What follows belongs to an exercise in optimizing a design on an open flow for small area and a short achievable clock period; a production flow would make more cautious choices. No functional check of the RTL was part of any run shown here. Power figures rest on the tool's default switching activity, not on a simulated workload.

<file path="config.mk">
export PLATFORM = sky130hd
export DESIGN_NAME = rv_ex_top
export DESIGN_NICKNAME = rv_ex_top
export VERILOG_FILES = /design/flow/design.v
export SDC_FILE = /design/flow/constraint.sdc
export NUM_CORES = 4
export LEC_CHECK = 0
export CAP_MARGIN = 20
export CORE_MARGIN = 2
export CORE_UTILIZATION = 40
export PLACE_DENSITY = 0.6
export SETUP_SLACK_MARGIN = 5
export SLEW_MARGIN = 20
</file>
<file path="constraint.sdc">
create_clock -name core_clock -period 12.0 [get_ports {clk}]
set_input_delay 2.4000 -clock core_clock [delete_from_list [all_inputs] [get_ports {clk}]]
set_output_delay 2.4000 -clock core_clock [all_outputs]
set_load 0.01 [all_outputs]
</file>
<file path="design.v">
`timescale 1ns/1ps
package rv_ex_pkg;
    typedef enum logic [3:0] {
        add    = 4'd0,
        sub    = 4'd1,
        sll    = 4'd2,
        slt    = 4'd3,
        sltu   = 4'd4,
        xor_op = 4'd5,
        srl    = 4'd6,
        sra    = 4'd7,
        or_op  = 4'd8,
        and_op = 4'd9
    } alu_op_e;
    typedef enum logic [1:0] {
        src1_rs1  = 2'd0,
        src1_pc   = 2'd1,
        src1_zero = 2'd2
    } src1_sel_e;
    typedef enum logic [2:0] {
        src2_rs2   = 3'd0,
        src2_imm_i = 3'd1,
        src2_imm_u = 3'd2,
        src2_shamt = 3'd3,
        src2_four  = 3'd4,
        src2_imm_s = 3'd5
    } src2_sel_e;
    typedef enum logic [3:0] {
        bru_none = 4'd0,
        jal      = 4'd1,
        jalr     = 4'd2,
        beq      = 4'd3,
        bne      = 4'd4,
        blt      = 4'd5,
        bge      = 4'd6,
        bltu     = 4'd7,
        bgeu     = 4'd8
    } bru_op_e;
    typedef enum logic [2:0] {
        lsu_none = 3'd0,
        lsu_b    = 3'd1,
        lsu_h    = 3'd2,
        lsu_w    = 3'd3,
        lsu_d    = 3'd4
    } lsu_size_e;
    localparam int C_SUM  = 0;     
    localparam int C_LT   = 1;     
    localparam int C_XOR  = 2;
    localparam int C_OR   = 3;
    localparam int C_AND  = 4;
    localparam int C_SHL  = 5;     
    localparam int C_SHR  = 6;     
    localparam int C_JAL  = 7;
    localparam int C_JALR = 8;
    localparam int C_BR   = 9;     
    localparam int C_SZB  = 10;
    localparam int C_SZH  = 11;
    localparam int C_SZW  = 12;
    localparam int C_SZD  = 13;
    localparam int CC_W   = 14;
    localparam int H_SUB   = 0;    
    localparam int H_UNS   = 1;    
    localparam int H_ARITH = 2;    
    localparam int H_WORD  = 3;
    localparam int H_S1RS1 = 4;
    localparam int H_S1PC  = 5;
    localparam int H_S2RS2 = 6;
    localparam int H_S2I   = 7;
    localparam int H_S2U   = 8;
    localparam int H_S2SH  = 9;
    localparam int H_S2F   = 10;
    localparam int H_S2S   = 11;
    localparam int H_SH0   = 12;   
    localparam int CH_W    = 18;
endpackage
`timescale 1ns/1ps
module ex_stage_reg (
    input  logic                        clk,
    input  logic                        rst,
    input  logic                        stall_i,
    input  logic                        flush_i,
    input  logic [64-1:0]         pc_i,
    input  logic [64-1:0]         next_pc_i,
    input  logic [32-1:0]         inst_i,
    input  logic [3:0]                  alu_op_i,
    input  logic                        word_op_i,
    input  logic [1:0]                  src1_sel_i,
    input  logic [2:0]                  src2_sel_i,
    input  logic [3:0]                  bru_op_i,
    input  logic [2:0]                  lsu_size_i,
    input  logic                        dmem_en_i,
    input  logic                        dmem_we_i,
    input  logic                        rf_we_i,
    input  logic [5-1:0]       rf_waddr_i,
    input  logic                        wb_from_mem_i,
    input  logic [64-1:0]         rs1_data_i,
    input  logic [64-1:0]         rs2_data_i,
    input  logic                        br_taken_i,
    output logic [64-1:0]         pc_o,
    output logic [64-1:0]         next_pc_o,
    output logic [32-1:7]         inst_o,
    output logic [64-1:0]         rs1_data_o,
    output logic [64-1:0]         rs2_data_o,
    output logic [rv_ex_pkg::CC_W-1:0]  ctrl_c_o,
    output logic [rv_ex_pkg::CH_W-1:0]  ctrl_h_o,
    output logic                        br_taken_o,
    output logic                        dmem_en_o,
    output logic                        dmem_we_o,
    output logic                        rf_we_o,
    output logic [5-1:0]       rf_waddr_o,
    output logic                        wb_from_mem_o
);
    logic [rv_ex_pkg::CC_W-1:0] cc_d;
    logic [rv_ex_pkg::CH_W-1:0] ch_d;
    logic [5:0]      shamt_d;
    logic            clr;
    assign clr = rst | flush_i;
    always_comb begin
        case (src2_sel_i)
            3'd1, 3'd3: shamt_d = inst_i[25:20];
            3'd2:       shamt_d = 6'd0;
            3'd4:       shamt_d = 6'd4;
            3'd5:       shamt_d = {inst_i[25], inst_i[11:7]};
            default:    shamt_d = rs2_data_i[5:0];
        endcase
        if (word_op_i) shamt_d[5] = 1'b0;
    end
    always_comb begin
        cc_d = '0;
        cc_d[rv_ex_pkg::C_SUM]  = (alu_op_i == 4'd0) || (alu_op_i == 4'd1);
        cc_d[rv_ex_pkg::C_LT]   = (alu_op_i == 4'd3) || (alu_op_i == 4'd4);
        cc_d[rv_ex_pkg::C_XOR]  = (alu_op_i == 4'd5);
        cc_d[rv_ex_pkg::C_OR]   = (alu_op_i == 4'd8);
        cc_d[rv_ex_pkg::C_AND]  = (alu_op_i == 4'd9);
        cc_d[rv_ex_pkg::C_SHL]  = (alu_op_i == 4'd2);
        cc_d[rv_ex_pkg::C_SHR]  = (alu_op_i == 4'd6) || (alu_op_i == 4'd7);
        cc_d[rv_ex_pkg::C_JAL]  = (bru_op_i == 4'd1);
        cc_d[rv_ex_pkg::C_JALR] = (bru_op_i == 4'd2);
        cc_d[rv_ex_pkg::C_BR]   = (bru_op_i >= 4'd3) && (bru_op_i <= 4'd8);
        cc_d[rv_ex_pkg::C_SZB]  = (lsu_size_i == 3'd1);
        cc_d[rv_ex_pkg::C_SZH]  = (lsu_size_i == 3'd2);
        cc_d[rv_ex_pkg::C_SZW]  = (lsu_size_i == 3'd3);
        cc_d[rv_ex_pkg::C_SZD]  = (lsu_size_i == 3'd4);
    end
    always_comb begin
        ch_d = '0;
        ch_d[rv_ex_pkg::H_SUB]   = (alu_op_i == 4'd1) || (alu_op_i == 4'd3) || (alu_op_i == 4'd4);
        ch_d[rv_ex_pkg::H_UNS]   = (alu_op_i == 4'd4);
        ch_d[rv_ex_pkg::H_ARITH] = (alu_op_i == 4'd7);
        ch_d[rv_ex_pkg::H_WORD]  = word_op_i;
        ch_d[rv_ex_pkg::H_S1RS1] = (src1_sel_i == 2'd0);
        ch_d[rv_ex_pkg::H_S1PC]  = (src1_sel_i == 2'd1);
        ch_d[rv_ex_pkg::H_S2RS2] = (src2_sel_i == 3'd0);
        ch_d[rv_ex_pkg::H_S2I]   = (src2_sel_i == 3'd1);
        ch_d[rv_ex_pkg::H_S2U]   = (src2_sel_i == 3'd2);
        ch_d[rv_ex_pkg::H_S2SH]  = (src2_sel_i == 3'd3);
        ch_d[rv_ex_pkg::H_S2F]   = (src2_sel_i == 3'd4);
        ch_d[rv_ex_pkg::H_S2S]   = (src2_sel_i == 3'd5);
        ch_d[rv_ex_pkg::H_SH0 +: 6] = shamt_d;
    end
    always_ff @(posedge clk) begin
        if (clr) begin
            pc_o          <= '0;
            next_pc_o     <= '0;
            ctrl_c_o      <= '0;
            br_taken_o    <= 1'b0;
            dmem_en_o     <= 1'b0;
            dmem_we_o     <= 1'b0;
            rf_we_o       <= 1'b0;
            rf_waddr_o    <= '0;
            wb_from_mem_o <= 1'b0;
        end else if (!stall_i) begin
            pc_o          <= pc_i;
            next_pc_o     <= next_pc_i;
            ctrl_c_o      <= cc_d;
            br_taken_o    <= br_taken_i;
            dmem_en_o     <= dmem_en_i;
            dmem_we_o     <= dmem_we_i;
            rf_we_o       <= rf_we_i & (rf_waddr_i != '0);    
            rf_waddr_o    <= rf_waddr_i;
            wb_from_mem_o <= wb_from_mem_i;
        end
    end
    always_ff @(posedge clk) begin
        if (!stall_i) begin
            inst_o     <= inst_i[32-1:7];
            rs1_data_o <= rs1_data_i;
            rs2_data_o <= rs2_data_i;
            ctrl_h_o   <= ch_d;
        end
    end
endmodule
`timescale 1ns/1ps
module ex_operand_gen (
    input  logic [32-1:7]         inst_i,
    input  logic [64-1:0]         pc_i,
    input  logic [64-1:0]         rs1_data_i,
    input  logic [64-1:0]         rs2_data_i,
    input  logic [rv_ex_pkg::CH_W-1:0]  ctrl_h_i,
    output logic [64-1:0]         alu_src1_o,
    output logic [64-1:0]         alu_src2_o
);
    logic [64-1:0] imm_i, imm_s, imm_u, shamt_ext, four;
    assign imm_i     = {{(64-12){inst_i[31]}}, inst_i[31:20]};
    assign imm_s     = {{(64-12){inst_i[31]}}, inst_i[31:25], inst_i[11:7]};
    assign imm_u     = {{(64-32){inst_i[31]}}, inst_i[31:12], 12'b0};
    assign shamt_ext = {{(64-6){1'b0}}, inst_i[20 +: 6]};
    assign four      = 64'(4);
    assign alu_src1_o = ({64{ctrl_h_i[rv_ex_pkg::H_S1RS1]}} & rs1_data_i)
                      | ({64{ctrl_h_i[rv_ex_pkg::H_S1PC]}}  & pc_i);      
    assign alu_src2_o = ({64{ctrl_h_i[rv_ex_pkg::H_S2RS2]}} & rs2_data_i)
                      | ({64{ctrl_h_i[rv_ex_pkg::H_S2I]}}   & imm_i)
                      | ({64{ctrl_h_i[rv_ex_pkg::H_S2U]}}   & imm_u)
                      | ({64{ctrl_h_i[rv_ex_pkg::H_S2SH]}}  & shamt_ext)
                      | ({64{ctrl_h_i[rv_ex_pkg::H_S2F]}}   & four)
                      | ({64{ctrl_h_i[rv_ex_pkg::H_S2S]}}   & imm_s);
endmodule
`timescale 1ns/1ps
module ex_carry_tree #(
    parameter int W = 64
) (
    input  logic [W-1:0] g_i,
    input  logic [W-1:0] p_i,
    input  logic         cin_i,
    output logic [W:0]   c_o
);
    localparam int L = (W > 1) ? $clog2(W) : 1;
    logic [W-1:0] gk, pk, gn, pn;
    always_comb begin
        gk    = g_i;
        gk[0] = g_i[0] | (p_i[0] & cin_i);
        pk    = p_i;
        for (int k = 0; k < L; k++) begin
            gn = gk;
            pn = pk;
            for (int i = 0; i < W; i++) begin
                if (((i >> k) % 2) == 1) begin
                    gn[i] = gk[i] | (pk[i] & gk[((i >> k) << k) - 1]);
                    pn[i] = pk[i] & pk[((i >> k) << k) - 1];
                end
            end
            gk = gn;
            pk = pn;
        end
    end
    assign c_o = {gk, cin_i};
endmodule
module ex_alu (
    input  logic [rv_ex_pkg::CC_W-1:0]  ctrl_c_i,
    input  logic [rv_ex_pkg::CH_W-1:0]  ctrl_h_i,
    input  logic [64-1:0]         src1_i,
    input  logic [64-1:0]         src2_i,
    output logic [64-1:0]         result_o
);
    localparam int W = 64;
    logic          sub, word, uns, arith;
    logic [5:0]    shamt;
    logic [W-1:0]  a, bb, p, g, sum;
    logic [W:0]    c;
    logic          lt;
    logic [W-1:0]  a_rev, x, y, y_rev, r;
    logic          fill;
    assign sub   = ctrl_h_i[rv_ex_pkg::H_SUB];
    assign word  = ctrl_h_i[rv_ex_pkg::H_WORD];
    assign uns   = ctrl_h_i[rv_ex_pkg::H_UNS];
    assign arith = ctrl_h_i[rv_ex_pkg::H_ARITH];
    assign shamt = ctrl_h_i[rv_ex_pkg::H_SH0 +: 6];
    assign a     = src1_i;
    assign bb  = src2_i ^ {W{sub}};
    assign p   = a ^ bb;
    assign g   = a & bb;
    ex_carry_tree #(.W(W)) u_carry (.g_i(g), .p_i(p), .cin_i(sub), .c_o(c));
    assign sum = p ^ c[W-1:0];
    always_comb begin
        if (word) lt = uns ? !c[32] : (p[31] ^ c[32]);
        else      lt = uns ? !c[W]  : (p[W-1] ^ c[W]);
    end
    always_comb begin
        for (int i = 0; i < W; i++) a_rev[i] = a[W-1-i];
    end
    always_comb begin
        if (ctrl_c_i[rv_ex_pkg::C_SHL]) x = a_rev;
        else if (word)                  x = {{(W/2){arith & a[W/2-1]}}, a[W/2-1:0]};
        else                            x = a;
    end
    assign fill = arith & x[W-1];
    assign y    = W'($signed({fill, x}) >>> shamt);
    always_comb begin
        for (int i = 0; i < W; i++) y_rev[i] = y[W-1-i];
    end
    assign r = ({W{ctrl_c_i[rv_ex_pkg::C_SUM]}} & sum)
             | ({W{ctrl_c_i[rv_ex_pkg::C_XOR] | ctrl_c_i[rv_ex_pkg::C_OR]}}  & p)
             | ({W{ctrl_c_i[rv_ex_pkg::C_AND] | ctrl_c_i[rv_ex_pkg::C_OR]}}  & g)
             | ({W{ctrl_c_i[rv_ex_pkg::C_SHL]}} & y_rev)
             | ({W{ctrl_c_i[rv_ex_pkg::C_SHR]}} & y)
             | {{(W-1){1'b0}}, ctrl_c_i[rv_ex_pkg::C_LT] & lt};
    assign result_o = word ? {{(W/2){r[W/2-1]}}, r[W/2-1:0]} : r;
endmodule
`timescale 1ns/1ps
module ex_branch_cond (
    input  logic [3:0]              bru_op_i,
    input  logic [64-1:0]     rs1_data_i,
    input  logic [64-1:0]     rs2_data_i,
    output logic                    br_taken_o
);
    localparam int W = 64;
    logic [W-2:0] e, l;
    logic [W-1:0] c;
    logic         eq, lt_s, lt_u, hi_eq;
    assign e = ~(rs1_data_i[W-2:0] ^ rs2_data_i[W-2:0]);
    assign l = ~rs1_data_i[W-2:0] & rs2_data_i[W-2:0];
    ex_carry_tree #(.W(W-1)) u_cmp (.g_i(l), .p_i(e), .cin_i(1'b0), .c_o(c));
    assign hi_eq = !(rs1_data_i[W-1] ^ rs2_data_i[W-1]);
    assign eq    = hi_eq & (&e);
    assign lt_u  = (!rs1_data_i[W-1] & rs2_data_i[W-1]) | (hi_eq & c[W-1]);
    assign lt_s  = (rs1_data_i[W-1] & !rs2_data_i[W-1]) | (hi_eq & c[W-1]);
    always_comb begin
        case (bru_op_i)
            4'd1, 4'd2: br_taken_o = 1'b1;      
            4'd3:       br_taken_o = eq;
            4'd4:       br_taken_o = !eq;
            4'd5:       br_taken_o = lt_s;
            4'd6:       br_taken_o = !lt_s;
            4'd7:       br_taken_o = lt_u;
            4'd8:       br_taken_o = !lt_u;
            default:    br_taken_o = 1'b0;
        endcase
    end
endmodule
module ex_branch_unit (
    input  logic [rv_ex_pkg::CC_W-1:0]  ctrl_c_i,
    input  logic [32-1:7]         inst_i,
    input  logic [64-1:0]         pc_i,
    input  logic [64-1:0]         next_pc_i,
    input  logic [64-1:0]         rs1_data_i,
    input  logic                        br_taken_i,
    output logic [64-1:0]         br_target_o,
    output logic [64-1:0]         real_npc_o
);
    localparam int W  = 64;
    localparam int LO = 21;
    logic          jal, jalr, br, s;
    logic [W-1:0]  base, t;
    logic [LO-1:0] ofs, g, p;
    logic [LO:0]   c;
    logic          inc, dec;
    logic [W-LO:0] m;
    assign jal  = ctrl_c_i[rv_ex_pkg::C_JAL];
    assign jalr = ctrl_c_i[rv_ex_pkg::C_JALR];
    assign br   = ctrl_c_i[rv_ex_pkg::C_BR];
    assign s    = inst_i[31];                   
    assign base = jalr ? rs1_data_i : pc_i;
    always_comb begin
        if (jal)       ofs = {inst_i[31], inst_i[19:12], inst_i[20], inst_i[30:21], 1'b0};
        else if (jalr) ofs = {{(LO-12){inst_i[31]}}, inst_i[31:20]};
        else           ofs = {{(LO-13){inst_i[31]}}, inst_i[31], inst_i[7], inst_i[30:25], inst_i[11:8], 1'b0};
    end
    assign g = base[LO-1:0] & ofs;
    assign p = base[LO-1:0] ^ ofs;
    ex_carry_tree #(.W(LO)) u_lo (.g_i(g), .p_i(p), .cin_i(1'b0), .c_o(c));
    assign t[LO-1:0] = p ^ c[LO-1:0];
    assign inc = c[LO] & !s;
    assign dec = !c[LO] & s;
    ex_carry_tree #(.W(W-LO)) u_hi (
        .g_i('0), .p_i(base[W-1:LO] ^ {(W-LO){dec}}), .cin_i(inc | dec), .c_o(m)
    );
    assign t[W-1:LO] = base[W-1:LO] ^ m[W-LO-1:0];
    assign br_target_o = {W{jal | jalr | br}} & {t[W-1:1], t[0] & !jalr};
    assign real_npc_o  = br_taken_i ? {t[W-1:1], t[0] & !jalr} : next_pc_i;
endmodule
`timescale 1ns/1ps
module ex_store_format (
    input  logic [rv_ex_pkg::CC_W-1:0]  ctrl_c_i,
    input  logic [2:0]                  ofs_i,
    input  logic [64-1:0]         rs2_data_i,
    output logic [64-1:0]         wdata_o,
    output logic [8-1:0]       sel_o
);
    logic sb, sh, sw, sd;
    assign sb = ctrl_c_i[rv_ex_pkg::C_SZB];
    assign sh = ctrl_c_i[rv_ex_pkg::C_SZH];
    assign sw = ctrl_c_i[rv_ex_pkg::C_SZW];
    assign sd = ctrl_c_i[rv_ex_pkg::C_SZD];
    assign wdata_o = ({64{sb}} & {8{rs2_data_i[7:0]}})
                   | ({64{sh}} & {4{rs2_data_i[15:0]}})
                   | ({64{sw}} & {2{rs2_data_i[31:0]}})
                   | ({64{sd}} & rs2_data_i);
    always_comb begin
        for (int i = 0; i < 8; i++) begin
            sel_o[i] = sd
                     | (sw & (ofs_i[2] == i[2]))
                     | (sh & (ofs_i[2:1] == i[2:1]))
                     | (sb & (ofs_i == i[2:0]));
        end
    end
endmodule
`timescale 1ns/1ps
module rv_ex_top (
    input  logic                    clk,
    input  logic                    rst,
    input  logic                    stall_i,
    input  logic                    flush_i,
    input  logic [64-1:0]     pc_i,
    input  logic [64-1:0]     next_pc_i,
    input  logic [32-1:0]     inst_i,
    input  logic [3:0]              alu_op_i,
    input  logic                    word_op_i,
    input  logic [1:0]              src1_sel_i,
    input  logic [2:0]              src2_sel_i,
    input  logic [3:0]              bru_op_i,
    input  logic [2:0]              lsu_size_i,
    input  logic                    dmem_en_i,
    input  logic                    dmem_we_i,
    input  logic                    rf_we_i,
    input  logic [5-1:0]   rf_waddr_i,
    input  logic                    wb_from_mem_i,
    input  logic [64-1:0]     rs1_data_i,
    input  logic [64-1:0]     rs2_data_i,
    output logic [64-1:0]     ex_pc_o,
    output logic [64-1:0]     ex_result_o,
    output logic [64-1:0]     real_npc_o,
    output logic                    br_taken_o,
    output logic [64-1:0]     br_target_o,
    output logic                    dmem_en_o,
    output logic                    dmem_we_o,
    output logic [64-1:0]     dmem_addr_o,
    output logic [64-1:0]     dmem_wdata_o,
    output logic [8-1:0]   dmem_sel_o,
    output logic                    rf_we_o,
    output logic [5-1:0]   rf_waddr_o,
    output logic                    wb_from_mem_o
);
    logic [64-1:0]         ex_next_pc;
    logic [32-1:7]         ex_inst;
    logic [64-1:0]         ex_rs1_data;
    logic [64-1:0]         ex_rs2_data;
    logic [rv_ex_pkg::CC_W-1:0]  ex_ctrl_c;
    logic [rv_ex_pkg::CH_W-1:0]  ex_ctrl_h;
    logic [64-1:0]         alu_src1;
    logic [64-1:0]         alu_src2;
    logic [64-1:0]         alu_result;
    logic                        br_taken_d;
    ex_branch_cond u_branch_cond (
        .bru_op_i(bru_op_i), .rs1_data_i(rs1_data_i), .rs2_data_i(rs2_data_i),
        .br_taken_o(br_taken_d)
    );
    ex_stage_reg u_stage_reg (
        .clk(clk), .rst(rst), .stall_i(stall_i), .flush_i(flush_i),
        .pc_i(pc_i), .next_pc_i(next_pc_i), .inst_i(inst_i),
        .alu_op_i(alu_op_i), .word_op_i(word_op_i),
        .src1_sel_i(src1_sel_i), .src2_sel_i(src2_sel_i),
        .bru_op_i(bru_op_i), .lsu_size_i(lsu_size_i),
        .dmem_en_i(dmem_en_i), .dmem_we_i(dmem_we_i),
        .rf_we_i(rf_we_i), .rf_waddr_i(rf_waddr_i), .wb_from_mem_i(wb_from_mem_i),
        .rs1_data_i(rs1_data_i), .rs2_data_i(rs2_data_i), .br_taken_i(br_taken_d),
        .pc_o(ex_pc_o), .next_pc_o(ex_next_pc), .inst_o(ex_inst),
        .rs1_data_o(ex_rs1_data), .rs2_data_o(ex_rs2_data),
        .ctrl_c_o(ex_ctrl_c), .ctrl_h_o(ex_ctrl_h), .br_taken_o(br_taken_o),
        .dmem_en_o(dmem_en_o), .dmem_we_o(dmem_we_o),
        .rf_we_o(rf_we_o), .rf_waddr_o(rf_waddr_o), .wb_from_mem_o(wb_from_mem_o)
    );
    ex_operand_gen u_operand_gen (
        .inst_i(ex_inst), .pc_i(ex_pc_o),
        .rs1_data_i(ex_rs1_data), .rs2_data_i(ex_rs2_data),
        .ctrl_h_i(ex_ctrl_h),
        .alu_src1_o(alu_src1), .alu_src2_o(alu_src2)
    );
    ex_alu u_alu (
        .ctrl_c_i(ex_ctrl_c), .ctrl_h_i(ex_ctrl_h),
        .src1_i(alu_src1), .src2_i(alu_src2), .result_o(alu_result)
    );
    ex_branch_unit u_branch_unit (
        .ctrl_c_i(ex_ctrl_c), .inst_i(ex_inst),
        .pc_i(ex_pc_o), .next_pc_i(ex_next_pc), .rs1_data_i(ex_rs1_data),
        .br_taken_i(br_taken_o), .br_target_o(br_target_o), .real_npc_o(real_npc_o)
    );
    ex_store_format u_store_format (
        .ctrl_c_i(ex_ctrl_c), .ofs_i(alu_result[2:0]), .rs2_data_i(ex_rs2_data),
        .wdata_o(dmem_wdata_o), .sel_o(dmem_sel_o)
    );
    assign ex_result_o = alu_result;
    assign dmem_addr_o = alu_result;
endmodule
</file>
<file path="run.sh">
#!/bin/bash
# synth_recipe.tcl (not shown) runs the flow's synth.tcl, then flattens the netlist and writes it again
# the make line also repeats each setting of config.mk as NAME=value (left out here)
make -C /OpenROAD-flow-scripts/flow DESIGN_CONFIG=/design/flow/config.mk WORK_HOME=/design/flow/orfs CLKGATE_MAP_FILE= SYNTH_SCRIPT=/design/flow/synth_recipe.tcl finish
</file>
==> impl_metrics.ini, run 1 <==
[status]
outcome = complete, no violations

[global_route]
grt_pass1_vias = 33400
grt_pass1_wl_mm = 256
antenna_found_initial = 37
gr-total-overflow = 0
grt_util_all_layers = 0.442
grt_max_degree = 80

[placed_design]
pre_cts_slack_ns = 1.99
portBuffers = 712
place.gp.congestion = 1.04
dpl.hpwl_mm = 140
place_inst = 5162

[route]
wl_per_cell_um = 33.4
vias = 36700
ant_nets = 0
routed_via_density = 6.50
drc_errors = 0
drt_iter0_markers = 5386
totalWireLength_mm = 189
first_pass_iters = 9

[die]
std_cell_rows = 102
core-area_um2 = 77300
dieArea_um2 = 80300
initial_utilization = 0.403
ioPinCount = 720
die_y_um = 283
die_w_um = 283

[synthesis]
synth-xor-area-share = 0.0452
syn-cell-area_um2 = 31200
synthMuxAreaShare = 0.154
ys_ff_latch = 323
synth_cells = 3695
seq_area_frac_synth = 0.262
synth_area_leaders = edfxtp_1 (16%), dfxtp_1 (9.8%), mux2i_1 (8.3%)
synth_fa_ha_area_frac = 0.0668
synth_top_cell_area_share = 0.165
yosysTopAreaCell = edfxtp_1
synth_compound_area_frac = 0.236
synthSimpleGateAreaFrac = 0.158
postSynthAreaPerCell_um2 = 8.44
syn_nets = 4173
synth_edf_count = 171
yosysWarningCount = 9
synth_top_family_by_area = compound AO/OA/AOI/OAI gates
synthFlopType = edfxtp_1
yosysUniqueCellTypes = 91
synthArstFlopShare = 0

[critical_path]
end_kind = primary output
crit_fanout = 11
worstSetupPathType = flop to primary output
critPathMaxStageDelay_ns = 0.40
start_kind = flop
cp_slowest_cell = a221oi_1
worst_r2r_path_depth = 2
arrival_ns = 6.16
critPathTopFamily = compound AO/OA/AOI/OAI gates
crit_cells = 30
crit_required_ns = 9.60
crit_path_frequent_cell = buf_6
crit_buf_inv = 8

[cells_and_area]
syn_to_final_growth_pct = 50.7
finalNonFillerCells = 5650
final_layout_size_suffix_gt1_frac = 0.311
final_nets = 5031

[timing]
period_needed_ns = 8.56
fmax_ghz = 0.117
setup_ws_ns = 3.44
worst_pin_slew_ns = 1.05
hold_violations = 0
slew_headroom = 0.299
fin_crit_sh = 0.713
rsz0062_at_grt = yes
tns_ns = 0
finalSetupViolCount = 0
slew_violations = 0
skew_ns = 0

[clock_tree]
cts_made_buffers = 40
clkLatencyLatePin_ns = 0.60
cts.sinks = 323
holdBufCountCts = 0
htreeDepth = 2
cts-root-buf = clkbuf_16
clk_pin_slew_ns = 0.06
clock_path_buffers = 3
cts_tree = built

[pwr]
vdd_drop_max_mv = 0.0945
p_leak_uw = 0.0194
power_density_nw_per_um2 = 110

[min_path]
whs_path_depth = 2
hp-class = flop to flop

[run]
max_cap_violations = 0
-- per-stage QoR --
stage / power [uW] / hold slack, ns / area, um^2 / utilization
finish: 5170 / 0.462 / 47000 / 0.608
global route: 5290 / 0.493 / 47000 / 0.607
CTS: 4870 / 0.460 / 44800 / 0.579
detailed placement: 3250 / 0.451 / 38600 / 0.499
global placement: 3260 / 0.450 / 38600 / 0.499
floorplan: 2460 / 0.440 / 31500 / -
-- report_power, final --
group          total [uW]  switching, uW  leakage [uW]  internal (uW)
registers            1330            100       0.00291           1230
logic                2580           1480        0.0159           1100
clock network        1260            550      0.000640            707
-- path summary, 6_finish.rpt --
kind / startpoint / slack, ns / to
setup / recovery: u_stage_reg.ctrl_c_o[8] / 3.44 / real_npc_o[59]
hold / removal: u_stage_reg.rf_we_o / 0.46 / u_stage_reg.rf_we_o
setup reg to reg: u_stage_reg.br_taken_o / 9.98 / u_stage_reg.br_taken_o
hold reg to reg: u_stage_reg.rf_we_o / 0.46 / u_stage_reg.rf_we_o
-- placed cells by master, fill, tap and decap left out, types with 72 or more instances in the layout --
cell type	n
nor2_1	363
nand2_1	316
ha_1	132
xnor2_1	75
mux4_2	72
mux2i_1	239
clkdlybuf4s50_1	491
buf_2	115
a21oi_1	172
inv_1	141
dfxtp_1	148
buf_4	282
o21ai_0	97
buf_6	176
edfxtp_1	171
-- synth_stat cells (51+ instances only) --
library cell / n
o21ai_0: 179
ha_1: 149
buf_4: 73
dfxtp_1: 152
inv_1: 160
edfxtp_1: 171
nor2_1: 391
xor2_1: 51
a22oi_1: 80
a21oi_1: 230
mux4_2: 72
mux2_2: 52
clkbuf_1: 185
a221oi_1: 89
mux2i_1: 258
a22o_1: 63
nand3_1: 72
a21o_1: 64
xnor2_1: 110
nand2_1: 347
-- cells by family (layout without fill, tap and decap cells) --
family | count (synthesis) | in the layout
AO/OA/AOI/OAI | 1043 | 1044
other | 0 | 25
buffers and inverters | 536 | 1422
XOR/XNOR | 161 | 161
flip-flops | 323 | 323
AND/OR/NAND/NOR | 1089 | 1092
multiplexers | 383 | 383
adder cells (fa/ha/maj) | 160 | 160
-- state kept, by name, indices dropped and copies added (netlist names) --
signal and cells:
u_stage_reg.br_taken_o 1, u_stage_reg.rs1_data_o 64, u_stage_reg.inst_o 25, u_stage_reg.rs2_data_o 64
u_stage_reg.wb_from_mem_o 1, u_stage_reg.rf_we_o 1, u_stage_reg.dmem_we_o 1, u_stage_reg.rf_waddr_o 5
u_stage_reg.ctrl_h_o 18, u_stage_reg.dmem_en_o 1, u_stage_reg.pc_o 64, u_stage_reg.ctrl_c_o 14
u_stage_reg.next_pc_o 64
-- tightest hold or removal path, delay by kind of cell, from the launching register on --
family | cells | cell delay (ns)
AOI/OAI and AO/OA | 1 | 0.05
and+or+nand+nor | 1 | 0.06
DFF | 1 | 0.31
-- metal layers --
| layer | track usage | up-vias | part of all wire | wire length, um |
|---|---|---|---|---|
| li1 | - | 15500 | - | - |
| met1 | 0.559 | 17700 | 0.38 | 71100 |
| met2 | 0.665 | 2836 | 0.43 | 80600 |
| met3 | 0.152 | 637 | 0.13 | 24400 |
| met4 | 0.229 | 24 | 0.067 | 12700 |
| met5 | 0 | - | 0.00077 | 145 |
-- layout make-up --
type,instances,area (um^2)
multi-input combinational,2840,24300
clock buffer,53,1080
clock inverter,21,234
sequential,323,8190
timing repair buffer,1163,11100
antenna,25,62.6
inverter,185,734
tap,1040,1300
fill,6832,30300
-- repair_timing --
action / 4_1_cts / 5_1_grt
pin swaps: 226 / 149
gates resized for setup: 1352 / 394
setup buffers: 253 / 115
setup endpoints to repair: 240 / 224
cloned: 13 / 7
==> run 2: changes to the inputs <==
--- a/config.mk
+++ b/config.mk
@@ -7,7 +7,7 @@
 export LEC_CHECK = 0
 export CAP_MARGIN = 20
 export CORE_MARGIN = 2
-export CORE_UTILIZATION = 40
-export PLACE_DENSITY = 0.6
+export CORE_UTILIZATION = 60
+export PLACE_DENSITY = 0.75
 export SETUP_SLACK_MARGIN = 5
 export SLEW_MARGIN = 20
==> impl_metrics.ini, run 2 <==
[placed_design]
dpl.hpwl_mm = 123
pre_cts_slack_ns = 2.47
place.gp.congestion = 1.22
portBuffers = 712
placed_cell_area_um2 = 38100

[synthesis]
yosysTopAreaCell = edfxtp_1
synth_cells = 3695
synth_top_cell_area_share = 0.165
syn_nets = 4173
yosysUniqueCellTypes = 91
synthFlopType = edfxtp_1
postSynthAreaPerCell_um2 = 8.44
synth_most_common_cell = nor2_1
seq_area_frac_synth = 0.262
ys_ff_latch = 323
synthArstFlopShare = 0
synth.top_cells.by_count = nor2_1 (391), nand2_1 (347), mux2i_1 (258), a21oi_1 (230), clkbuf_1 (185)
synth_area_leaders = edfxtp_1 (16%), dfxtp_1 (9.8%), mux2i_1 (8.3%)
synth_edf_count = 171
yosysWarningCount = 9
syn-cell-area_um2 = 31200

[global_route]
grt_util_all_layers = 0.803
grt_max_degree = 94
gr-total-overflow = 30

[die]
std_cell_rows = 83
die_y_um = 232
initial_utilization = 0.607
ioPinCount = 720
die_w_um = 232

[clock_tree]
htreeDepth = 2
clock_path_buffers = 3
holdBufCountCts = 0
cts.sinks = 323
cts-root-buf = clkbuf_16
cts_made_buffers = 38

[status]
firstError = [ERROR GRT-0232] Routing congestion too high. Check the congestion heatmap in the GUI.
lastStage = global routing (5_1_grt)
outcome = aborted with a tool error

[timing]
postGrtWorstEndpoint = real_npc_o[58]
worstEpCategory = output port
[run 2: cell counts after synthesis]
Identical to the previous run, type by type.
[run 2: worst max path at each step]
stage	from	slack [ns]	endpoint	depth (start not counted)
after CTS	u_stage_reg.ctrl_c_o[8]	3.74	br_target_o[46]	25
after detailed placement	u_stage_reg.ctrl_c_o[7]	2.47	real_npc_o[63]	27
after floorplan	u_stage_reg.ctrl_c_o[8]	3.84	real_npc_o[63]	34
after global placement	u_stage_reg.ctrl_c_o[7]	2.78	real_npc_o[63]	27
[run 2: cell families after synthesis]
family / share of synthesized area
simple gates: 0.158
compound gates: 0.236
buf+inv: 0.0772
mux: 0.154
flops: 0.262
xor+xnor: 0.0452
fa+ha+maj: 0.0668
[run 2: metal layers]
| layer | GRT usage | GRT overflow |
|---|---|---|
| met1 | 0.778 | 0 |
| met4 | 0.793 | 18 |
| met2 | 0.945 | 11 |
| met3 | 0.706 | 1 |
| met5 | 0.457 | 0 |
[run 2: what timing repair did]
item | in CTS
pin swaps | 105
setup endpoints to repair | 232
buffers inserted | 156
cloned | 13
gates resized for setup | 760
[run 2: power by group through the flow]
stage / combinational, uW / sequential [uW] / clock [uW]
3_5_place_dp: 1820 / 1350 / 0
3_3_place_gp: 1790 / 1340 / 0
4_1_cts: 2080 / 1320 / 1210
2_1_floorplan: 1160 / 1290 / 0
[run 2: per-stage QoR]
step | instances | utilization
floorplan | 3695 | -
global placement | 4787 | 0.740
detailed placement | 4787 | 0.740
CTS | 5026 | 0.827

port drivers added, routing unchanged:
No port has a modelled driver above. Below, the same layout with a new extraction and two added sets of constraints.
Step 1 assumes that a clkbuf_16 drives the clock port and a buf_2 every other input.
Step 2 moves the port delays by t, midway between the first and last clock arrival at a register: inputs arrive t later, outputs are due t later. That takes back most of the time a late clock gives input paths.
Three values: ideal ports, drivers, drivers and shift; two values: the first two.
run: run 1
t (ns): 0.679
slack for setup (ns): 3.440 / 3.365 / 4.044
hold slack, ns: 0.462 / 0.462 / 0.462
clock arrival spread, ns: 0.049 / 0.049
pins driven straight from the clock port: 1
After both steps setup and hold are still met in run 1. For run 1, drivers alone change the setup slack by -0.075 ns; drivers and shift together by +0.604 ns.
